What follows belongs to an exercise in optimizing a design on an open flow for small area, a short achievable clock period and few clock cycles per item; a production flow would make more cautious choices. Where RTL was checked, it was by simulation tests only, not by an equivalence proof against the original.

== old ==
==> flow/design.v <==
module q16_fixed_point_alu_top
(
	input  logic        clk,
	input  logic        arst_n,
	input  logic        s_tvalid,
	output logic        s_tready,
	input  logic [71:0] s_tdata,
	output logic        m_tvalid,
	input  logic        m_tready,
	output logic [39:0] m_tdata
);
	localparam logic [2:0] S_EMPTY = 3'd0;
	localparam logic [2:0] S_ABSF  = 3'd1;  
	localparam logic [2:0] S_CONVF = 3'd2;  
	localparam logic [2:0] S_ITER  = 3'd3;  
	localparam logic [2:0] S_MDF   = 3'd4;  
	function automatic logic [5:0] lzc32(input logic [31:0] x);
		logic [5:0] n;
		n = 6'd32;
		for (int i = 0; i < 32; i++)
			if (x[i]) n = 6'(31 - i);
		lzc32 = n;
	endfunction
	function automatic logic amo32(input logic [31:0] x);
		logic [31:0] z;  
		logic [31:0] o;  
		logic [31:0] z2, o2;
		z = ~x;
		o = 32'hffffffff;
		for (int l = 0; l < 5; l++) begin
			for (int i = 0; i < 32; i++) begin
				if ((i % (2 << l)) == 0) begin
					z2[i] = z[i] & z[i + (1 << l)];
					o2[i] = (o[i] & z[i + (1 << l)]) | (z[i] & o[i + (1 << l)]);
				end else begin
					z2[i] = 1'b0;
					o2[i] = 1'b0;
				end
			end
			z = z2;
			o = o2;
		end
		amo32 = o[0];
	endfunction
	logic        i_v;
	logic [65:0] i_d;
	logic        rdy_q;
	always_ff @(posedge clk) begin
		if (rdy_q) i_d <= s_tdata[65:0];
	end
	logic        a_v;
	logic [1:0]  a_op;
	logic [31:0] a_x;     
	logic [31:0] a_y;     
	logic [5:0]  a_ush;   
	logic        a_neg;
	logic        a_dz;
	logic        a_p2;    
	logic        a_big;
	logic [1:0]  in_op;
	logic [31:0] in_a, in_b;
	assign in_op = i_d[1:0];
	assign in_a = i_d[33:2];
	assign in_b = i_d[65:34];
	logic [31:0] ma, mb;
	logic [4:0]  ca, cb;        
	logic [5:0]  zb;            
	logic [5:0]  za_lo, zb_lo;  
	logic [7:0]  ushd;          
	logic [5:0]  ush_div, ush_mul;
	logic        swap;
	logic [5:0]  zmax;
	logic [8:0]  uconv;
	assign ma = in_a[31] ? 32'(-in_a) : in_a;
	assign mb = in_b[31] ? 32'(-in_b) : in_b;
	assign ca = 5'(lzc32({in_a[31:1] ^ in_a[30:0], 1'b1}));
	assign cb = 5'(lzc32({in_b[31:1] ^ in_b[30:0], 1'b1}));
	assign zb = {1'b0, cb} + 6'd1;
	assign za_lo = {1'b0, ca} + {5'd0, !in_a[31]};
	assign zb_lo = {1'b0, cb} + {5'd0, !in_b[31]};
	assign ushd = 8'd31 + {2'd0, za_lo} - {2'd0, zb};
	assign ush_div = ushd[7] ? 6'd0 : (ushd >= 8'd46) ? 6'd46 : {ushd[5:1], 1'b0};
	assign swap = za_lo > zb_lo;
	assign zmax = swap ? za_lo : zb_lo;
	assign ush_mul = (zmax >= 6'd30) ? 6'd30 : {zmax[5:1], 1'b0};
	logic       p2;
	logic [5:0] ush_p2;
	assign p2 = in_b[31] ? amo32({in_b[31:1] ^ in_b[30:0], 1'b0}) : amo32(in_b);
	assign ush_p2 = {1'b0, cb} + 6'd2 - {5'd0, in_b[31]};
	assign uconv = {1'b0, in_a[30:23]} - 9'd102;
	logic i2a;
	always_ff @(posedge clk) begin
		if (i2a) begin
			a_op <= in_op;
			a_y <= (in_op == 2'd0 && !swap) ? ma : mb;
			a_dz <= (in_b[30:0] == 31'd0);
			a_p2 <= p2;
			a_big <= (in_a[30:23] > 8'd142);
			case (in_op)
				2'd0: begin
					a_x <= swap ? ma : mb;
					a_ush <= ush_mul;
					a_neg <= in_a[31] ^ in_b[31];
				end
				2'd1: begin
					a_x <= ma;
					a_ush <= p2 ? ush_p2 : ush_div;
					a_neg <= in_a[31] ^ in_b[31];
				end
				2'd2: begin
					a_x <= {8'd0, 1'b1, in_a[22:0]};
					a_ush <= uconv[8] ? 6'd0 : uconv[5:0];
					a_neg <= in_a[31];
				end
				default: begin
					a_x <= ma;
					a_ush <= 6'd32;
					a_neg <= 1'b0;
				end
			endcase
		end
	end
	logic [2:0]  st;
	logic        is_div;
	logic        neg;
	logic        dz;
	logic        p2q;   
	logic        big;
	logic [4:0]  cnt;   
	logic [31:0] R;    
	logic [47:0] NQ;   
	logic [31:0] D;    
	logic [32:0] T3;   
	logic [33:0] Y;    
	logic [1:0]  cq;   
	logic [1:0]  ocnt;  
	logic        out_v;
	logic [33:0] out_q;   
	logic [33:0] out_q1;  
	logic fin, push, pop, acc, xfer;
	assign fin  = (st == S_ABSF) || (st == S_CONVF) || (st == S_MDF);
	assign push = fin && !ocnt[1];
	assign pop  = out_v && m_tready;
	assign acc  = rdy_q && s_tvalid;
	assign xfer = a_v && ((st == S_EMPTY) || push);
	assign i2a  = i_v && (!a_v || xfer);
	assign s_tready = rdy_q;
	assign m_tvalid = out_v;
	assign m_tdata  = {6'd0, out_q};
	logic [95:0] shf;
	logic [32:0] t3new;
	logic [33:0] ynew;
	logic        xdiv;
	assign xdiv = (a_op == 2'd1);
	assign shf  = {48'd0, a_x, 16'd0} << a_ush;
	assign t3new = {1'b0, a_y} + {a_y, 1'b0};
	always_comb begin
		if (xdiv) begin
			ynew = ~{1'b0, t3new};
		end else begin
			case (shf[47:46])
				2'd0: ynew = 34'd0;
				2'd1: ynew = {2'b00, a_y};
				2'd2: ynew = {1'b0, a_y, 1'b0};
				default: ynew = {1'b0, t3new};
			endcase
		end
	end
	logic [32:0] T;
	logic [33:0] d1, d2, d3;
	logic [33:0] ax;
	logic [31:0] R_it;
	logic [47:0] NQ_it;
	logic [33:0] Y_it;
	assign T = {R[30:0], NQ[47:46]};
	assign d1 = {1'b0, T} - {2'b00, D};
	assign d2 = {1'b0, T} - {1'b0, D, 1'b0};
	assign ax = {1'b0, is_div & R[30], R[29:0], is_div ? NQ[47:46] : 2'b00};
	assign d3 = ax + Y + {33'd0, is_div};
	always_comb begin
		case (NQ[45:44])
			2'd0: Y_it = 34'd0;
			2'd1: Y_it = {2'b00, D};
			2'd2: Y_it = {1'b0, D, 1'b0};
			default: Y_it = {1'b0, T3};
		endcase
	end
	logic take3;
	logic [1:0] q;
	assign take3 = !is_div || !d3[33];
	always_comb begin
		if (take3) begin
			R_it = d3[31:0];
			q = 2'd3;
		end else if (!d2[33]) begin
			R_it = d2[31:0];
			q = 2'd2;
		end else if (!d1[33]) begin
			R_it = d1[31:0];
			q = 2'd1;
		end else begin
			R_it = T[31:0];
			q = 2'd0;
		end
	end
	assign NQ_it = {NQ[45:0] + {44'd0, cq}, is_div ? q : R[31:30]};
	logic [31:0] hi;
	logic [47:0] qd;
	assign qd = p2q ? {R, NQ[47:32]} : NQ;
	logic [31:0] M;
	logic        inc;
	logic        ovf;
	logic        ngt;
	logic [31:0] res;
	logic [33:0] result;
	assign hi = NQ_it[33:2];  
	always_comb begin
		M = R;
		inc = 1'b1;
		ovf = 1'b0;
		ngt = neg;
		case (st)
			S_ABSF: begin
				ovf = (R == 32'h80000000);
				ngt = 1'b0;
			end
			S_CONVF: begin
				ovf = big || (neg ? (R > 32'h80000000) : R[31]);
			end
			default: begin
				if (is_div) begin
					M = qd[31:0];
					ovf = neg ? ((qd[47:31] != 17'd0) && (qd[47:0] != 48'h80000000)) : (qd[47:31] != 17'd0);
				end else begin
					M = {hi[15:0], R[31:16]};
					inc = (R[15:0] == 16'd0);
					ovf = neg ? ((hi[31:16] != 16'd0) || (hi[15] && ((hi[14:0] != 15'd0) || (R != 32'd0))))
					          : (hi[31:15] != 17'd0);
				end
			end
		endcase
	end
	always_comb begin
		res = ngt ? 32'(~M + {31'd0, inc}) : M;
		if (st == S_CONVF && ovf) res = neg ? 32'h80000000 : 32'h7fffffff;
		result = {1'b0, ovf, res};
		if (st == S_MDF && dz) result = {1'b1, 1'b0, 32'd0};
	end
	logic [2:0] st_nx;
	logic       a_v_nx, i_v_nx;
	logic [1:0] ocnt_nx;
	always_comb begin
		if (xfer) begin
			case (a_op)
				2'd3: st_nx = S_ABSF;
				2'd2: st_nx = S_CONVF;
				2'd1: st_nx = (a_dz || a_p2) ? S_MDF : S_ITER;
				default: st_nx = S_ITER;
			endcase
		end else if (st == S_EMPTY || push) begin
			st_nx = S_EMPTY;
		end else if (st == S_ITER) begin
			st_nx = (cnt == 5'd23) ? S_MDF : S_ITER;
		end else begin
			st_nx = st;
		end
	end
	assign i_v_nx = acc || (i_v && !i2a);
	assign a_v_nx = i2a || (a_v && !xfer);
	assign ocnt_nx = 2'(ocnt + {1'b0, push} - {1'b0, pop});
	always_ff @(posedge clk or negedge arst_n) begin
		if (!arst_n) begin
			st <= S_EMPTY;
			a_v <= 1'b0;
			i_v <= 1'b0;
			out_v <= 1'b0;
			ocnt <= 2'd0;
			rdy_q <= 1'b1;
		end else begin
			st <= st_nx;
			a_v <= a_v_nx;
			i_v <= i_v_nx;
			out_v <= (ocnt_nx != 2'd0);
			ocnt <= ocnt_nx;
			rdy_q <= !i_v_nx || !a_v_nx || (st_nx == S_EMPTY) ||
			         (((st_nx == S_ABSF) || (st_nx == S_CONVF) || (st_nx == S_MDF)) && !ocnt_nx[1]);
		end
	end
	always_ff @(posedge clk) begin
		if (pop ? (ocnt == 2'd2) : 1'b0) out_q <= out_q1;
		else if (push && (pop ? (ocnt == 2'd1) : (ocnt == 2'd0))) out_q <= result;
		if (push && (pop ? (ocnt == 2'd2) : (ocnt == 2'd1))) out_q1 <= result;
		if (xfer) begin
			R <= shf[79:48];
			NQ <= shf[47:0];
			D <= a_y;
			T3 <= t3new;
			Y <= ynew;
			cq <= 2'd0;
			cnt <= a_ush[5:1] + (xdiv ? 5'd0 : 5'd8);
			is_div <= xdiv;
			neg <= a_neg;
			dz <= xdiv && a_dz;
			p2q <= a_p2;
			big <= a_big;
		end else if (st == S_ITER) begin
			R <= R_it;
			NQ <= NQ_it;
			if (!is_div) begin
				Y <= Y_it;
				cq <= d3[33:32];
			end
			cnt <= cnt + 5'd1;
		end
	end
endmodule
==> flow/config.mk <==
export PLATFORM = sky130hd
export DESIGN_NAME = q16_fixed_point_alu_top
export DESIGN_NICKNAME = q16_fixed_point_alu_top
export VERILOG_FILES = /design/flow/design.v
export SDC_FILE = /design/flow/constraint.sdc
export NUM_CORES = 4
export LEC_CHECK = 0
export CAP_MARGIN = 20
export CORE_MARGIN = 2
export CORE_UTILIZATION = 60
export SETUP_SLACK_MARGIN = 5
export SLEW_MARGIN = 20
==> flow/constraint.sdc <==
create_clock -name core_clock -period 12.0 [get_ports {clk}]
set_input_delay 2.4000 -clock core_clock [delete_from_list [all_inputs] [get_ports {clk}]]
set_output_delay 2.4000 -clock core_clock [all_outputs]
set_load 0.01 [all_outputs]
run.sh (not shown) runs the stock make flow with config.mk's settings and CLKGATE_MAP_FILE= SYNTH_SCRIPT=/design/flow/synth_recipe.tcl, a recipe that flattens the netlist after the stock synthesis.
### old -> new
--- a/flow/design.v
+++ b/flow/design.v
@@ -135,13 +135,14 @@
 	logic [1:0]  cq;   
 	logic [1:0]  ocnt;  
 	logic        out_v;
 	logic [33:0] out_q;   
 	logic [33:0] out_q1;  
-	logic fin, push, pop, acc, xfer;
+	logic fin, push, pop, acc, xfer, dlast;
 	assign fin  = (st == S_ABSF) || (st == S_CONVF) || (st == S_MDF);
-	assign push = fin && !ocnt[1];
+	assign dlast = (st == S_ITER) && is_div && !neg && (cnt == 5'd23);
+	assign push = (fin || dlast) && !ocnt[1];
 	assign pop  = out_v && m_tready;
 	assign acc  = rdy_q && s_tvalid;
 	assign xfer = a_v && ((st == S_EMPTY) || push);
 	assign i2a  = i_v && (!a_v || xfer);
 	assign s_tready = rdy_q;
@@ -202,10 +203,12 @@
 			R_it = T[31:0];
 			q = 2'd0;
 		end
 	end
 	assign NQ_it = {NQ[45:0] + {44'd0, cq}, is_div ? q : R[31:30]};
+	logic [33:0] dres;
+	assign dres = {1'b0, (NQ[45:29] != 17'd0), NQ[29:0], q};
 	logic [31:0] hi;
 	logic [47:0] qd;
 	assign qd = p2q ? {R, NQ[47:32]} : NQ;
 	logic [31:0] M;
 	logic        inc;
@@ -243,10 +246,11 @@
 	always_comb begin
 		res = ngt ? 32'(~M + {31'd0, inc}) : M;
 		if (st == S_CONVF && ovf) res = neg ? 32'h80000000 : 32'h7fffffff;
 		result = {1'b0, ovf, res};
 		if (st == S_MDF && dz) result = {1'b1, 1'b0, 32'd0};
+		if (st == S_ITER) result = dres;
 	end
 	logic [2:0] st_nx;
 	logic       a_v_nx, i_v_nx;
 	logic [1:0] ocnt_nx;
 	always_comb begin
Results
Delta (new minus old): non-clock buffer count increased 2; cell area after placement about even.
new: routed wirelength normalized by instance count is about 1.5% lower than what old reported.
Critical path depth in cells in new vs old: down 8
Wire length of the first global-routing pass ended up 4000 µm lower on new than on old.
In new relative to old, first-iteration DRC count had gone down by a few percent.
The final-layout non-clock buffer area share of old and that of new are within noise of each other.
Master of the slowest instance on the critical path = sky130_fd_sc_hd__nor2_1: old; master of the slowest instance on the critical path = sky130_fd_sc_hd__buf_4: new
Setup slack: new less than old
Against old as the reference, new delivers a lower area added between synthesis and finish.
On new: minimum clock period after layout is 0.051 ns higher than what old gave.
From old to new the numbers moved as follows: cell area was more or less identical; total number of vias went down by about 1.5%.
Testbench counts of new, summed over its fixed seeds: cycles 72,406, items 16,000.
Only the layout flow was run in old; the RTL was not checked for function there.

========
Another version of the RTL of q16_fixed_point_alu_top (not shown whole).
Size in the first run: roughly 3,700 cells after synthesis.
Settings: LEC_CHECK=0, CAP_MARGIN=20, CORE_MARGIN=2, CORE_UTILIZATION=50, SLEW_MARGIN=20, TNS_END_PERCENT=10; clock period 12.0 ns.
standard.sh (not shown) runs the stock make flow with config.mk's settings and CLKGATE_MAP_FILE= SYNTH_SCRIPT=/design/flow/synth_recipe.tcl, a recipe that flattens the netlist after the stock synthesis.
==> flow/flow/run.sh <==
#!/bin/bash
# The standard layout (standard.sh: ORFS synthesis through finish, unchanged scripts,
# the design's SDC and clock period), with the resizer's setup repair asked to leave
# more slack than the default so that it works on every path that sets the period.
set -euo pipefail
bash standard.sh SETUP_SLACK_MARGIN=8 finish > standard_flow.log 2>&1
Testbench counts at the start, summed over its fixed seeds: cycles 72,406, items 16,000.
Change:
--- a/flow/design.v
+++ b/flow/design.v
@@ -74,16 +74,16 @@
 	logic [8:0]  uconv;
 	assign ma = in_a[31] ? 32'(-in_a) : in_a;
 	assign mb = in_b[31] ? 32'(-in_b) : in_b;
 	assign ca = 5'(lzc32({in_a[31:1] ^ in_a[30:0], 1'b1}));
 	assign cb = 5'(lzc32({in_b[31:1] ^ in_b[30:0], 1'b1}));
 	assign zb = {1'b0, cb} + 6'd1;
-	assign za_lo = {1'b0, ca} + {5'd0, !in_a[31]};
-	assign zb_lo = {1'b0, cb} + {5'd0, !in_b[31]};
-	assign ushd = 8'd31 + {2'd0, za_lo} - {2'd0, zb};
-	assign ush_div = ushd[7] ? 6'd0 : (ushd >= 8'd46) ? 6'd46 : {ushd[5:1], 1'b0};
+	assign za_lo = lzc32(in_a[31] ? {in_a[31:1] ^ in_a[30:0], 1'b1} : {1'b0, in_a[31:1] ^ in_a[30:0]});
+	assign zb_lo = lzc32(in_b[31] ? {in_b[31:1] ^ in_b[30:0], 1'b1} : {1'b0, in_b[31:1] ^ in_b[30:0]});
+	assign ushd = {3'd0, ca} + {3'd0, ~cb} - {7'd0, in_a[31]};
+	assign ush_div = (ushd[6:1] >= 6'd23) ? 6'd46 : {ushd[5:1], 1'b0};
 	assign swap = za_lo > zb_lo;
 	assign zmax = swap ? za_lo : zb_lo;
 	assign ush_mul = (zmax >= 6'd30) ? 6'd30 : {zmax[5:1], 1'b0};
 	logic       p2;
 	logic [5:0] ush_p2;
 	assign p2 = in_b[31] ? amo32({in_b[31:1] ^ in_b[30:0], 1'b0}) : amo32(in_b);
@@ -158,13 +158,16 @@
 	assign shx  = mulsw ? a_y : a_x;
 	assign dnew = mulsw ? a_x : a_y;
 	logic [33:0] ynew;
 	logic        xdiv;
 	assign xdiv = (a_op == 2'd1);
 	assign shf  = {48'd0, shx, 16'd0} << a_ush;
-	assign t3new = {1'b0, dnew} + {dnew, 1'b0};
+	logic [32:0] t3x, t3y;
+	assign t3x = {1'b0, a_x} + {a_x, 1'b0};
+	assign t3y = {1'b0, a_y} + {a_y, 1'b0};
+	assign t3new = mulsw ? t3x : t3y;
 	always_comb begin
 		if (xdiv) begin
 			ynew = ~{1'b0, t3new};
 		end else begin
 			case (shf[47:46])
 				2'd0: ynew = 34'd0;
The changed run passed the timing, DRC and antenna checks.
Global-route usage hardly moves.
Wire length came out higher by a few percent.
Core utilization came out lower by 1.7 points.
Clock-buffer cell count came out higher by 5.
Worst setup slack gets better by 3.0 ps.
Critical path depth came out lower by 3.
Synthesized cell count came out higher by roughly a tenth.
Register-to-register slack is about the same.
For the second run of this note, only the layout was checked, not whether the RTL still works.

==> what the ideal ports hide <==
In the flow no input, the clock included, has a driving cell. The finished layouts below were timed again as built, in two steps.
Step 1 sets driving cells, clkbuf_16 on the clock port and buf_2 on the other inputs (assumed; they add their load-dependent delay and slew).
Step 2, shift: input delay + t, output delay - t, t = (earliest + latest rising clock arrival at the registers) / 2. This alone moves slack from input paths to output paths.
a / b / c = ideal / step 1 / step 2; a / b = the first two.
run | t, ns | slack for setup (ns) | clock arrival spread, ns | cell pins on the clock port's net
old | 0.669 | 5.915 / 5.915 / 5.915 | 0.030 / 0.029 | 1
new | 0.657 | 5.864 / 5.864 / 5.864 | 0.033 / 0.033 | 1
the first run of note 2 | 0.667 | 7.321 / 7.321 / 7.321 | 0.033 / 0.033 | 1
the second run of note 2 | 0.667 | 7.324 / 7.324 / 7.324 | 0.030 / 0.029 | 1
After both steps setup and hold are still met in every run listed.
